From an optimization exercise on the open Yosys and OpenROAD flow, aimed at small area, a short achievable clock period and few clock cycles; shortcuts taken in it are not production practice.
Function was checked by simulation only, so behaviour that the tests miss may differ from the original.
Power is estimated from default activity; no workload was simulated.

==> design.v <==
`default_nettype none
package calc_pkg;
	localparam int DATA_W    = 32;
	localparam int CMD_W     = 4;
	localparam int RESP_W    = 2;
	localparam int NUM_PORTS = 4;
	localparam int PORT_ID_W = 2;
	localparam int SHAMT_W   = 5;
	typedef enum logic [CMD_W-1:0] {
		CMD_NOP = 4'd0,
		CMD_ADD = 4'd1,
		CMD_SUB = 4'd2,
		CMD_SHL = 4'd5,
		CMD_SHR = 4'd6
	} cmd_e;
	typedef enum logic [RESP_W-1:0] {
		RESP_NONE    = 2'd0,
		RESP_OK      = 2'd1,
		RESP_OVFL    = 2'd2,	 
		RESP_BAD_CMD = 2'd3
	} resp_e;
	typedef enum logic [1:0] {
		OP_ADD,
		OP_SUB,
		OP_SHL,
		OP_SHR
	} op_kind_e;
	typedef struct packed {
		logic [DATA_W-SHAMT_W-1:0] pad;	 
		logic [SHAMT_W-1:0]        shamt;
	} shift_op_t;
	typedef union packed {
		logic [DATA_W-1:0] word;
		shift_op_t         sh;
	} operand2_u;
endpackage
`default_nettype wire
`timescale 1ns/1ps
`default_nettype none
module port_front #(
	parameter logic [calc_pkg::PORT_ID_W-1:0] PORT_ID = '0
) (
	input  logic                           c_clk,
	input  logic                           rst_n,
	input  logic [calc_pkg::CMD_W-1:0]     cmd,
	input  logic [calc_pkg::DATA_W-1:0]    data,
	output logic                           req_pending,
	output calc_pkg::op_kind_e             req_op_kind,
	output logic [calc_pkg::DATA_W-1:0]    req_op1,
	output logic [calc_pkg::DATA_W-1:0]            req_op2,
	input  logic                           req_grant,
	input  logic                           as_valid,
	input  logic [calc_pkg::PORT_ID_W-1:0] as_port_id,
	input  calc_pkg::resp_e                as_resp,
	input  logic [calc_pkg::DATA_W-1:0]    as_data,
	input  logic                           sh_valid,
	input  logic [calc_pkg::PORT_ID_W-1:0] sh_port_id,
	input  calc_pkg::resp_e                sh_resp,
	input  logic [calc_pkg::DATA_W-1:0]    sh_data,
	output calc_pkg::resp_e                resp,
	output logic [calc_pkg::DATA_W-1:0]    resp_data
);
	localparam logic [1:0] S_IDLE = 2'd0;
	localparam logic [1:0] S_OP2  = 2'd1;	 
	localparam logic [1:0] S_PEND = 2'd2;	 
	localparam logic [1:0] S_WAIT = 2'd3;	 
	logic [1:0]                        state;
	logic [calc_pkg::CMD_W-1:0]        cmd_q;
	logic [calc_pkg::DATA_W-1:0]       op1_q;
	logic [calc_pkg::DATA_W-1:0]               op2_q;
	calc_pkg::op_kind_e                kind_q;
	calc_pkg::op_kind_e                kind_d;
	logic                              bad_cmd;
	logic                              hit_as;
	logic                              hit_sh;
	always_comb begin
		bad_cmd = 1'b0;
		kind_d  = calc_pkg::OP_ADD;
		case (cmd_q)
			calc_pkg::CMD_ADD: kind_d = calc_pkg::OP_ADD;
			calc_pkg::CMD_SUB: kind_d = calc_pkg::OP_SUB;
			calc_pkg::CMD_SHL: kind_d = calc_pkg::OP_SHL;
			calc_pkg::CMD_SHR: kind_d = calc_pkg::OP_SHR;
			default: bad_cmd = 1'b1;
		endcase
	end
	assign hit_as = as_valid && (as_port_id == PORT_ID);
	assign hit_sh = sh_valid && (sh_port_id == PORT_ID);
	always_ff @(posedge c_clk or negedge rst_n) begin
		if (!rst_n) begin
			state     <= S_IDLE;
			resp      <= calc_pkg::RESP_NONE;
			resp_data <= '0;
		end else begin
			resp      <= calc_pkg::RESP_NONE;	 
			resp_data <= '0;
			case (state)
				S_IDLE: begin
					if (cmd != calc_pkg::CMD_NOP)
						state <= S_OP2;
				end
				S_OP2: begin
					if (bad_cmd) begin
						state <= S_IDLE;
						resp  <= calc_pkg::RESP_BAD_CMD;	 
					end else begin
						state <= S_PEND;
					end
				end
				S_PEND: begin
					if (req_grant)
						state <= S_WAIT;
				end
				default: begin
					if (hit_as) begin
						state     <= S_IDLE;
						resp      <= as_resp;
						resp_data <= as_data;
					end else if (hit_sh) begin
						state     <= S_IDLE;
						resp      <= sh_resp;
						resp_data <= sh_data;
					end
				end
			endcase
		end
	end
	always_ff @(posedge c_clk) begin
		if (state == S_IDLE) begin
			cmd_q <= cmd;
			op1_q <= data;
		end
		if (state == S_OP2) begin
			op2_q  <= data;
			kind_q <= kind_d;
		end
	end
	assign req_pending = (state == S_PEND);
	assign req_op_kind = kind_q;
	assign req_op1     = op1_q;
	assign req_op2     = op2_q;
endmodule
`default_nettype wire
`timescale 1ns/1ps
`default_nettype none
module dispatch_arbiter #(
	parameter int QUEUE_DEPTH = 2
) (
	input  logic                                              c_clk,
	input  logic                                              rst_n,
	input  logic [calc_pkg::NUM_PORTS-1:0]                    port_pending,
	input  logic [calc_pkg::NUM_PORTS-1:0][1:0]               port_op_kind,
	input  logic [calc_pkg::NUM_PORTS-1:0][calc_pkg::DATA_W-1:0] port_op1,
	input  logic [calc_pkg::NUM_PORTS-1:0][calc_pkg::DATA_W-1:0] port_op2,
	output logic [calc_pkg::NUM_PORTS-1:0]                    port_grant,
	output logic                                              as_valid,
	output logic [calc_pkg::PORT_ID_W-1:0]                    as_port_id,
	output calc_pkg::op_kind_e                                as_op_kind,
	output logic [calc_pkg::DATA_W-1:0]                       as_op1,
	output logic [calc_pkg::DATA_W-1:0]                               as_op2,
	input  logic                                              as_credit,
	output logic                                              sh_valid,
	output logic [calc_pkg::PORT_ID_W-1:0]                    sh_port_id,
	output calc_pkg::op_kind_e                                sh_op_kind,
	output logic [calc_pkg::DATA_W-1:0]                       sh_op1,
	output logic [calc_pkg::DATA_W-1:0]                               sh_op2,
	input  logic                                              sh_credit
);
	localparam int NUM_PORTS = calc_pkg::NUM_PORTS;
	localparam int PORT_ID_W = calc_pkg::PORT_ID_W;
	localparam int DATA_W    = calc_pkg::DATA_W;
	localparam int NUM_UNITS = 2;	 
	localparam int CNT_W     = $clog2(QUEUE_DEPTH + 1);
	logic [NUM_PORTS-1:0] pend;
	logic [NUM_PORTS-1:0] for_sh;
	logic [NUM_PORTS-1:0] grant_d;
	logic [NUM_PORTS-1:0] grant_q;
	logic [NUM_UNITS-1:0] hit;
	logic [NUM_UNITS-1:0] go;
	logic [NUM_UNITS-1:0] vld_q;
	logic [NUM_UNITS-1:0] credit;
	logic [CNT_W-1:0]     credit_cnt [NUM_UNITS];
	logic [PORT_ID_W-1:0] sel [NUM_UNITS];
	logic [PORT_ID_W-1:0] pid_q [NUM_UNITS];
	logic [1:0]           kind_q [NUM_UNITS];
	logic [DATA_W-1:0]    op1_q [NUM_UNITS];
	logic [DATA_W-1:0]    op2_q [NUM_UNITS];
	for (genvar i = 0; i < NUM_PORTS; i++) begin : g_port
		assign pend[i]   = port_pending[i];
		assign for_sh[i] = (port_op_kind[i] == calc_pkg::OP_SHL) || (port_op_kind[i] == calc_pkg::OP_SHR);
	end
	assign port_grant = grant_q;
	always_comb begin
		for (int u = 0; u < NUM_UNITS; u++) begin
			hit[u] = 1'b0;
			sel[u] = '0;
			for (int i = NUM_PORTS - 1; i >= 0; i--) begin
				if (pend[i] && !grant_q[i] && (for_sh[i] == (u == 1))) begin
					hit[u] = 1'b1;
					sel[u] = PORT_ID_W'(i);
				end
			end
			go[u] = hit[u] && (credit_cnt[u] > CNT_W'(vld_q[u]));	 
		end
		for (int i = 0; i < NUM_PORTS; i++) begin
			grant_d[i] = (go[0] && (sel[0] == PORT_ID_W'(i))) ||
			             (go[1] && (sel[1] == PORT_ID_W'(i)));
		end
	end
	always_ff @(posedge c_clk or negedge rst_n) begin
		if (!rst_n) begin
			grant_q <= '0;
			vld_q   <= '0;
			for (int u = 0; u < NUM_UNITS; u++)
				credit_cnt[u] <= CNT_W'(QUEUE_DEPTH);
		end else begin
			grant_q <= grant_d;
			vld_q   <= go;
			for (int u = 0; u < NUM_UNITS; u++)
				credit_cnt[u] <= credit_cnt[u] - CNT_W'(vld_q[u]) + CNT_W'(credit[u]);
		end
	end
	always_ff @(posedge c_clk) begin
		for (int u = 0; u < NUM_UNITS; u++) begin
			if (go[u]) begin
				pid_q[u]  <= sel[u];
				kind_q[u] <= port_op_kind[sel[u]];
				op1_q[u]  <= port_op1[sel[u]];
				op2_q[u]  <= port_op2[sel[u]];
			end
		end
	end
	assign credit[0]  = as_credit;
	assign credit[1]  = sh_credit;
	assign as_valid   = vld_q[0];
	assign as_port_id = pid_q[0];
	assign as_op_kind = calc_pkg::op_kind_e'(kind_q[0]);
	assign as_op1     = op1_q[0];
	assign as_op2     = op2_q[0];
	assign sh_valid   = vld_q[1];
	assign sh_port_id = pid_q[1];
	assign sh_op_kind = calc_pkg::op_kind_e'(kind_q[1]);
	assign sh_op1     = op1_q[1];
	assign sh_op2     = op2_q[1];
endmodule
`default_nettype wire
`timescale 1ns/1ps
`default_nettype none
module add_sub_unit #(
	parameter int QUEUE_DEPTH = 2
) (
	input  logic                           c_clk,
	input  logic                           rst_n,
	input  logic                           cmd_valid,
	input  logic [calc_pkg::PORT_ID_W-1:0] cmd_port_id,
	input  calc_pkg::op_kind_e             cmd_op_kind,
	input  logic [calc_pkg::DATA_W-1:0]    cmd_op1,
	input  logic [calc_pkg::DATA_W-1:0]            cmd_op2,
	output logic                           cmd_credit,
	output logic                           res_valid,
	output logic [calc_pkg::PORT_ID_W-1:0] res_port_id,
	output calc_pkg::resp_e                res_resp,
	output logic [calc_pkg::DATA_W-1:0]    res_data
);
	localparam int PORT_ID_W = calc_pkg::PORT_ID_W;
	localparam int DATA_W    = calc_pkg::DATA_W;
	localparam int SHAMT_W   = calc_pkg::SHAMT_W;
	localparam int PTR_W = (QUEUE_DEPTH > 1) ? $clog2(QUEUE_DEPTH) : 1;
	localparam int CNT_W = $clog2(QUEUE_DEPTH + 1);
	logic [PORT_ID_W-1:0] q_pid [QUEUE_DEPTH];
	calc_pkg::op_kind_e             q_kind [QUEUE_DEPTH];
	logic [DATA_W-1:0]    q_op1 [QUEUE_DEPTH];
	logic [calc_pkg::DATA_W-1:0]            q_op2 [QUEUE_DEPTH];
	logic [PTR_W-1:0]     wr_ptr;
	logic [PTR_W-1:0]     rd_ptr;
	logic [CNT_W-1:0]     count;
	logic                 pop;
	logic [calc_pkg::DATA_W-1:0]  op2_head;
	logic [DATA_W-1:0]    a;
	logic [DATA_W-1:0]    b;
	logic [DATA_W:0]      sum;
	logic                 ovfl;
	logic [DATA_W-1:0]    result;
	function automatic logic [PTR_W-1:0] next_ptr(input logic [PTR_W-1:0] p);
		next_ptr = (p == PTR_W'(QUEUE_DEPTH - 1)) ? '0 : p + 1'b1;
	endfunction
	assign pop           = (count != '0);	 
	assign cmd_credit = pop;
	always_ff @(posedge c_clk or negedge rst_n) begin
		if (!rst_n) begin
			wr_ptr <= '0;
			rd_ptr <= '0;
			count  <= '0;
		end else begin
			if (cmd_valid)
				wr_ptr <= next_ptr(wr_ptr);
			if (pop)
				rd_ptr <= next_ptr(rd_ptr);
			count <= count + CNT_W'(cmd_valid) - CNT_W'(pop);
		end
	end
	always_ff @(posedge c_clk) begin
		if (cmd_valid) begin
			q_pid[wr_ptr]  <= cmd_port_id;
			q_kind[wr_ptr] <= cmd_op_kind;
			q_op1[wr_ptr]  <= cmd_op1;
			q_op2[wr_ptr]  <= cmd_op2;
		end
	end
	assign a   = q_op1[rd_ptr];
	assign op2_head = q_op2[rd_ptr];
	assign b   = op2_head;
	assign sum = {1'b0, a} + {1'b0, b};
	always_comb begin
		if (q_kind[rd_ptr] == calc_pkg::OP_SUB) begin
			ovfl   = (a < b);	 
			result = a - b;
		end else begin
			ovfl   = sum[DATA_W];	 
			result = sum[DATA_W-1:0];
		end
	end
	always_ff @(posedge c_clk or negedge rst_n) begin
		if (!rst_n)
			res_valid <= 1'b0;
		else
			res_valid <= pop;
	end
	always_ff @(posedge c_clk) begin
		if (pop) begin
			res_port_id <= q_pid[rd_ptr];
			res_resp    <= ovfl ? calc_pkg::RESP_OVFL : calc_pkg::RESP_OK;
			res_data    <= ovfl ? '0 : result;
		end
	end
endmodule
`default_nettype wire
`timescale 1ns/1ps
`default_nettype none
module shift_unit #(
	parameter int QUEUE_DEPTH = 2
) (
	input  logic                           c_clk,
	input  logic                           rst_n,
	input  logic                           cmd_valid,
	input  logic [calc_pkg::PORT_ID_W-1:0] cmd_port_id,
	input  calc_pkg::op_kind_e             cmd_op_kind,
	input  logic [calc_pkg::DATA_W-1:0]    cmd_op1,
	input  logic [calc_pkg::DATA_W-1:0]            cmd_op2,
	output logic                           cmd_credit,
	output logic                           res_valid,
	output logic [calc_pkg::PORT_ID_W-1:0] res_port_id,
	output calc_pkg::resp_e                res_resp,
	output logic [calc_pkg::DATA_W-1:0]    res_data
);
	localparam int PORT_ID_W = calc_pkg::PORT_ID_W;
	localparam int DATA_W    = calc_pkg::DATA_W;
	localparam int SHAMT_W   = calc_pkg::SHAMT_W;
	localparam int PTR_W = (QUEUE_DEPTH > 1) ? $clog2(QUEUE_DEPTH) : 1;
	localparam int CNT_W = $clog2(QUEUE_DEPTH + 1);
	logic [PORT_ID_W-1:0] q_pid [QUEUE_DEPTH];
	calc_pkg::op_kind_e             q_kind [QUEUE_DEPTH];
	logic [DATA_W-1:0]    q_op1 [QUEUE_DEPTH];
	logic [calc_pkg::DATA_W-1:0]            q_op2 [QUEUE_DEPTH];
	logic [PTR_W-1:0]     wr_ptr;
	logic [PTR_W-1:0]     rd_ptr;
	logic [CNT_W-1:0]     count;
	logic                 pop;
	logic [calc_pkg::DATA_W-1:0]  op2_head;
	logic [SHAMT_W-1:0]   shamt;
	function automatic logic [PTR_W-1:0] next_ptr(input logic [PTR_W-1:0] p);
		next_ptr = (p == PTR_W'(QUEUE_DEPTH - 1)) ? '0 : p + 1'b1;
	endfunction
	assign pop           = (count != '0);
	assign cmd_credit = pop;
	always_ff @(posedge c_clk or negedge rst_n) begin
		if (!rst_n) begin
			wr_ptr <= '0;
			rd_ptr <= '0;
			count  <= '0;
		end else begin
			if (cmd_valid)
				wr_ptr <= next_ptr(wr_ptr);
			if (pop)
				rd_ptr <= next_ptr(rd_ptr);
			count <= count + CNT_W'(cmd_valid) - CNT_W'(pop);
		end
	end
	always_ff @(posedge c_clk) begin
		if (cmd_valid) begin
			q_pid[wr_ptr]  <= cmd_port_id;
			q_kind[wr_ptr] <= cmd_op_kind;
			q_op1[wr_ptr]  <= cmd_op1;
			q_op2[wr_ptr]  <= cmd_op2;
		end
	end
	assign op2_head = q_op2[rd_ptr];
	assign shamt = op2_head[SHAMT_W-1:0];	 
	always_ff @(posedge c_clk or negedge rst_n) begin
		if (!rst_n)
			res_valid <= 1'b0;
		else
			res_valid <= pop;
	end
	always_ff @(posedge c_clk) begin
		if (pop) begin
			res_port_id <= q_pid[rd_ptr];
			res_resp    <= calc_pkg::RESP_OK;
			if (q_kind[rd_ptr] == calc_pkg::OP_SHL)
				res_data <= q_op1[rd_ptr] << shamt;
			else
				res_data <= q_op1[rd_ptr] >> shamt;
		end
	end
endmodule
`default_nettype wire
`timescale 1ns/1ps
`default_nettype none
module calc_top #(
	parameter int QUEUE_DEPTH = 2
) (
	input  logic                        c_clk,
	input  logic                        rst_n,
	input  logic [calc_pkg::CMD_W-1:0]  req1_cmd,
	input  logic [calc_pkg::DATA_W-1:0] req1_data,
	input  logic [calc_pkg::CMD_W-1:0]  req2_cmd,
	input  logic [calc_pkg::DATA_W-1:0] req2_data,
	input  logic [calc_pkg::CMD_W-1:0]  req3_cmd,
	input  logic [calc_pkg::DATA_W-1:0] req3_data,
	input  logic [calc_pkg::CMD_W-1:0]  req4_cmd,
	input  logic [calc_pkg::DATA_W-1:0] req4_data,
	output logic [calc_pkg::RESP_W-1:0] resp1,
	output logic [calc_pkg::DATA_W-1:0] data1,
	output logic [calc_pkg::RESP_W-1:0] resp2,
	output logic [calc_pkg::DATA_W-1:0] data2,
	output logic [calc_pkg::RESP_W-1:0] resp3,
	output logic [calc_pkg::DATA_W-1:0] data3,
	output logic [calc_pkg::RESP_W-1:0] resp4,
	output logic [calc_pkg::DATA_W-1:0] data4
);
	localparam int NUM_PORTS = calc_pkg::NUM_PORTS;
	localparam int PORT_ID_W = calc_pkg::PORT_ID_W;
	localparam int DATA_W    = calc_pkg::DATA_W;
	localparam int CMD_W     = calc_pkg::CMD_W;
	localparam int RESP_W    = calc_pkg::RESP_W;
	logic [NUM_PORTS-1:0]             req_pending;
	logic [NUM_PORTS-1:0][1:0]        req_op_kind;
	logic [NUM_PORTS-1:0][DATA_W-1:0] req_op1;
	logic [NUM_PORTS-1:0][DATA_W-1:0] req_op2;
	logic [NUM_PORTS-1:0]             req_grant;
	logic                 as_d_valid,   sh_d_valid;
	logic [PORT_ID_W-1:0] as_d_port_id, sh_d_port_id;
	calc_pkg::op_kind_e   as_d_op_kind, sh_d_op_kind;
	logic [DATA_W-1:0]    as_d_op1,     sh_d_op1;
	logic [calc_pkg::DATA_W-1:0]  as_d_op2,     sh_d_op2;
	logic                 as_d_credit,  sh_d_credit;
	logic                 as_r_valid,   sh_r_valid;
	logic [PORT_ID_W-1:0] as_r_port_id, sh_r_port_id;
	calc_pkg::resp_e      as_r_resp,    sh_r_resp;
	logic [DATA_W-1:0]    as_r_data,    sh_r_data;
	logic [CMD_W-1:0]     cmd_in   [NUM_PORTS];
	logic [DATA_W-1:0]    data_in  [NUM_PORTS];
	calc_pkg::resp_e      resp_out [NUM_PORTS];
	logic [DATA_W-1:0]    data_out [NUM_PORTS];
	calc_pkg::op_kind_e   kind_w   [NUM_PORTS];
	logic [calc_pkg::DATA_W-1:0]  op2_w    [NUM_PORTS];
	assign cmd_in[0] = req1_cmd;  assign data_in[0] = req1_data;
	assign cmd_in[1] = req2_cmd;  assign data_in[1] = req2_data;
	assign cmd_in[2] = req3_cmd;  assign data_in[2] = req3_data;
	assign cmd_in[3] = req4_cmd;  assign data_in[3] = req4_data;
	assign resp1 = resp_out[0];   assign data1 = data_out[0];
	assign resp2 = resp_out[1];   assign data2 = data_out[1];
	assign resp3 = resp_out[2];   assign data3 = data_out[2];
	assign resp4 = resp_out[3];   assign data4 = data_out[3];
	for (genvar i = 0; i < NUM_PORTS; i++) begin : g_port
		port_front #(.PORT_ID(PORT_ID_W'(i))) u_port (
			.c_clk, .rst_n, .cmd(cmd_in[i]), .data(data_in[i]),
			.req_pending(req_pending[i]), .req_op_kind(kind_w[i]),
			.req_op1(req_op1[i]), .req_op2(op2_w[i]), .req_grant(req_grant[i]),
			.as_valid(as_r_valid), .as_port_id(as_r_port_id), .as_resp(as_r_resp), .as_data(as_r_data),
			.sh_valid(sh_r_valid), .sh_port_id(sh_r_port_id), .sh_resp(sh_r_resp), .sh_data(sh_r_data),
			.resp(resp_out[i]), .resp_data(data_out[i]));
		assign req_op_kind[i] = kind_w[i];
		assign req_op2[i]     = op2_w[i];
	end
	dispatch_arbiter #(.QUEUE_DEPTH(QUEUE_DEPTH)) u_arb (
		.c_clk, .rst_n,
		.port_pending(req_pending), .port_op_kind(req_op_kind),
		.port_op1(req_op1), .port_op2(req_op2), .port_grant(req_grant),
		.as_valid(as_d_valid), .as_port_id(as_d_port_id), .as_op_kind(as_d_op_kind),
		.as_op1(as_d_op1), .as_op2(as_d_op2), .as_credit(as_d_credit),
		.sh_valid(sh_d_valid), .sh_port_id(sh_d_port_id), .sh_op_kind(sh_d_op_kind),
		.sh_op1(sh_d_op1), .sh_op2(sh_d_op2), .sh_credit(sh_d_credit));
	add_sub_unit #(.QUEUE_DEPTH(QUEUE_DEPTH)) u_add_sub (
		.c_clk, .rst_n,
		.cmd_valid(as_d_valid), .cmd_port_id(as_d_port_id), .cmd_op_kind(as_d_op_kind),
		.cmd_op1(as_d_op1), .cmd_op2(as_d_op2), .cmd_credit(as_d_credit),
		.res_valid(as_r_valid), .res_port_id(as_r_port_id), .res_resp(as_r_resp), .res_data(as_r_data));
	shift_unit #(.QUEUE_DEPTH(QUEUE_DEPTH)) u_shift (
		.c_clk, .rst_n,
		.cmd_valid(sh_d_valid), .cmd_port_id(sh_d_port_id), .cmd_op_kind(sh_d_op_kind),
		.cmd_op1(sh_d_op1), .cmd_op2(sh_d_op2), .cmd_credit(sh_d_credit),
		.res_valid(sh_r_valid), .res_port_id(sh_r_port_id), .res_resp(sh_r_resp), .res_data(sh_r_data));
endmodule
`default_nettype wire
==> run.sh <==
#!/bin/bash
# synth_recipe.tcl (not shown) runs the flow's synth.tcl, then flattens the netlist and writes it again
# the make line also repeats each setting of config.mk as NAME=value (left out here)
make -C /OpenROAD-flow-scripts/flow DESIGN_CONFIG=/design/flow/config.mk WORK_HOME=/design/flow/orfs CLKGATE_MAP_FILE= SYNTH_SCRIPT=/design/flow/synth_recipe.tcl finish
==> config.mk <==
export PLATFORM = sky130hd
export DESIGN_NAME = calc_top
export DESIGN_NICKNAME = calc_top
export VERILOG_FILES = /design/flow/design.v
export SDC_FILE = /design/flow/constraint.sdc
export NUM_CORES = 4
export LEC_CHECK = 0
export CAP_MARGIN = 20
export CORE_MARGIN = 2
export CORE_UTILIZATION = 40
export SLEW_MARGIN = 20
==> constraint.sdc <==
create_clock -name core_clock -period 4.4 [get_ports {c_clk}]
set_input_delay 0.8800 -clock core_clock [delete_from_list [all_inputs] [get_ports {c_clk}]]
set_output_delay 0.8800 -clock core_clock [all_outputs]
set_load 0.01 [all_outputs]
==> qor.csv <==
metric,value,unit
status,finished clean,
"Reg clk slew, reported paths",0.07,ns
Worst VDD drop,0.000343,V
final period utilization,0.933,
Initial Util,0.402,
Worst slew margin,0.223,
"commonest non-fill, non-tap cell in the layout",edfxtp_1,
PortBufs,281,
setup TNS,0,ns
Area contributors post-synth,"edfxtp_1 (54%), dfrtp_1 (11%), nand2_1 (3.7%)",
Post-synth EDFFs,677,
Placer Congestion,0.998,
grt peak-use layer,met2,
RSZ-0062 raised after global routing,false,
Final ANT Viol Nets,0,
Yosys top cell area share,0.544,
"Hold Violations, Final",0,
crit path launch type,flip-flop,
R2R depth,15,
post-layout util,0.482,
postcts setup bufs,0,
Power Density,421,mW/mm2
"worst slack, placed",0.361,ns
Worst setup endpoint,u_add_sub.res_data[24],
Via density,5.63,
first-pass GRT wire length,167000,um
synthesized area per cell,12.6,um2
worst setup margin,0.293,ns
Slew Limit Fails,0,
core area,0.0930,mm2
most frequent CP cell,buf_12,
met2 Use GR,0.371,
Syn-to-layout area delta,20.0,%
FP Rows,112,
Max-Cap Viols,0,
Overflow after GRT,0,
top_reg_cell synth,edfxtp_1,
largest net degree at the start of global routing,68,
Synth Instances,2965,
worst min-delay path class,in -> async,
worst-path cell with the longest stage delay,dfrtp_4,
post-synthesis simple-gate area fraction,0.0995,
r2r setup slk,0.29,ns
Least-Margin Pin Slew,1.16,ns
CP max stage delay,0.59,ns
Max Clock Skew,0.0403,ns
DR iter-0 viols,3165,
async set-reset flop share out of synthesis,0.195,
Post-DP HPWL,81600,um
Chip Width,310,um
unique cell type count in the Yosys netlist,90,
Final min period,4.11,ns
"Max FO, Critical Path",23,
Synth Area in Compound Gates,0.135,
share of cells above drive strength 1,0.108,
Layout Cells excl Fill,4567,
placed insts,4404,
Yosys reg bits,841,
reg2reg end,u_add_sub.res_data[24],
met3 GRT Util,0.0377,
leakage dissipation,16.2,nW
maximum clock rate,0.244,GHz
Max H-tree Level,3,
Placed Area,0.0420,mm2
Routed WL per cell,24.8,um
Synth Area in Adders,0.0252,
XOR/XNOR share of the synthesized area,0.00960,
initial antenna violation count,0,
Setup CP Type,reg -> reg,
DRT Wirelength,113000,um
TritonCTS clock tree,built,
endpoints failing setup,0,
Clock Sinks,841,
Syn Std Cell Area,0.0374,mm2
CTS Buffer Depth,3,
vias,25700,
CTS buffer count,88,
crit path cell chain,mux2i_1 > inv_1 > ha_1 > fa_1 > nand2b_1 > a21oi_1 > o21ai_1 > a211oi_2 > o2111ai_2 > nand2_1 > o41ai_4 > o211ai_2 > buf_12 > buf_12 > nor2_1,
sequential fraction of the synthesis area,0.653,
Layout Nets,3460,
root buf cell,clkbuf_16,
"leading cell types in the layout, fill and taps excluded","edfxtp_1 (677), nand2_1 (372), nor2_1 (306)",
CP arrival,4.60,ns
vias in the first global route,25000,
ANT cells,0,
DRT Pass-1 Iters,9,
die footprint,0.0959,mm2
reg-to-reg startpoint,u_add_sub.rd_ptr,
warnings from Yosys,22,
Post-Syn Nets,3185,
GR Util met1,0.336,
worst setup path start,u_add_sub.rd_ptr,
CP required,4.89,ns
largest family of logic cells by synthesized area,compound AO/OA/AOI/OAI gates,
post-layout instance area,0.0449,mm2
Critical Path End Type,flip-flop,
I/O pin cnt,282,
"Clk Latency, worst-skew pair",0.67,ns
Chip Height,310,um
Tot GR Track Use,0.236,
mux share of post-synthesis cell area,0.0469,
"area leader, netlist",edfxtp_1,
DRC Markers,0,
what timing repair did:
action                     4_1_cts  5_1_grt
resized for setup                0        2
setup endpoints to repair        0        1
hold buffers                     0        0
where the power goes:
| group | internal [mW] | total, mW | leakage [nW] | switching (mW) |
|---|---|---|---|---|
| Sequential | 8.95 | 9.09 | 8.36 | 0.140 |
| Clock | 4.19 | 7.30 | 1.39 | 3.11 |
| Combinational | 0.728 | 2.51 | 6.42 | 1.78 |
metrics by stage:
stage | hold slack (ns) | power, mW
4_1_cts | 0.226 | 19.0
6_report | 0.219 | 18.9
5_1_grt | 0.242 | 19.6
3_3_place_gp | 0.423 | 11.7
3_5_place_dp | 0.430 | 11.7
2_1_floorplan | 0.421 | 10.5
state kept, by name, summed over array words and instances, names as in the netlist, 8 cells and up:
signal and cells:
g_port.u_port.op1_q 128, g_port.u_port.op2_q 128, g_port.u_port.resp_data 128, u_add_sub.q_op1 64, u_add_sub.q_op2 64, u_arb.op1_q 64
u_shift.q_op1 64, u_arb.op2_q 37, u_add_sub.res_data 32, u_shift.res_data 32, g_port.u_port.cmd_q 16, u_shift.q_op2 10
g_port.u_port.kind_q 8, g_port.u_port.resp 8, g_port.u_port.state 8
per-layer routing:
layer / wire (um) / up-vias
met1: 49500 / 12700
met5: 0 / -
met2: 51800 / 1139
met4: 2980 / 0
li1: - / 11700
met3: 8740 / 145
worst min-delay path by stage:
stage | startpoint | end | slack (ns) | depth (start not counted)
floorplan | u_arb.kind_q[0][0] | u_add_sub.q_kind[0][0] | 0.42 | 0
global placement | u_arb.op1_q[0][3] | u_add_sub.q_op1[0][3] | 0.42 | 0
detailed placement | u_arb.op2_q[0][27] | u_add_sub.q_op2[1][27] | 0.43 | 0
CTS | rst_n | g_port[2].u_port.resp_data[1] | 0.23 | 1
global route | rst_n | g_port[2].u_port.resp_data[1] | 0.24 | 1
finish | rst_n | g_port[2].u_port.resp_data[1] | 0.22 | 1
critical path: cells and delay by family (launching register included):
family	cells	cell delay, ns
multiplexers	1	0.43
AO/OA/AOI/OAI	6	1.34
adder cells (fa/ha/maj)	2	0.66
AND/OR/NAND/NOR	3	0.46
buffers and inverters	3	0.44
flip-flops	1	0.59
logic make-up (layout without fill, tap and decap cells):
logic type | after synthesis | in the layout
flops | 841 | 841
simple gates | 873 | 873
buf+inv | 270 | 618
xor+xnor | 41 | 41
fa+ha+maj | 74 | 74
compound gates | 708 | 708
mux | 158 | 158
synth_stat cells (all sizes together), types with 62 or more instances:
cell,instances
mux2i,95
edfxtp,677
o21ai,117
a222oi,103
buf,62
dfrtp,162
a22oi,133
clkbuf,126
a21oi,143
nand2,373
inv,82
ha,72
nor2,323
layout make-up:
class | instances | area [um2]
clock buffer | 124 | 2480
clock inverter | 39 | 372
fill | 8224 | 48200
inverter | 82 | 308
multi-input combinational | 1854 | 12100
sequential | 841 | 24400
tap | 1254 | 1570
timing repair buffer | 373 | 3620
Testbench counts, summed over its fixed seeds: cycles 7,162.

-- separate check: timing with driven ports --
The results above use ideal ports. As a check the final layout listed here was re-extracted and re-timed, cells and wires unchanged. Step 1 sets driving cells, clkbuf_16 on the clock port and buf_2 on the other inputs (assumed; they add their load-dependent delay and slew). Step 2 also shifts input and output timing later by t, the mid clock arrival at the registers, as if the neighbouring blocks saw the same clock. Three values: no drivers, after step 1, after step 2; two values: the first two.
shift t [ns]: 0.724
setup slack, ns: 0.293 / 0.293 / 0.293
worst slew at a driven data input, ns: 0.09
pins driven straight from the clock port: 1
After both steps setup and hold are still met in this run. For this run, drivers alone change the setup slack by 0.000 ns; drivers and shift together by 0.000 ns.
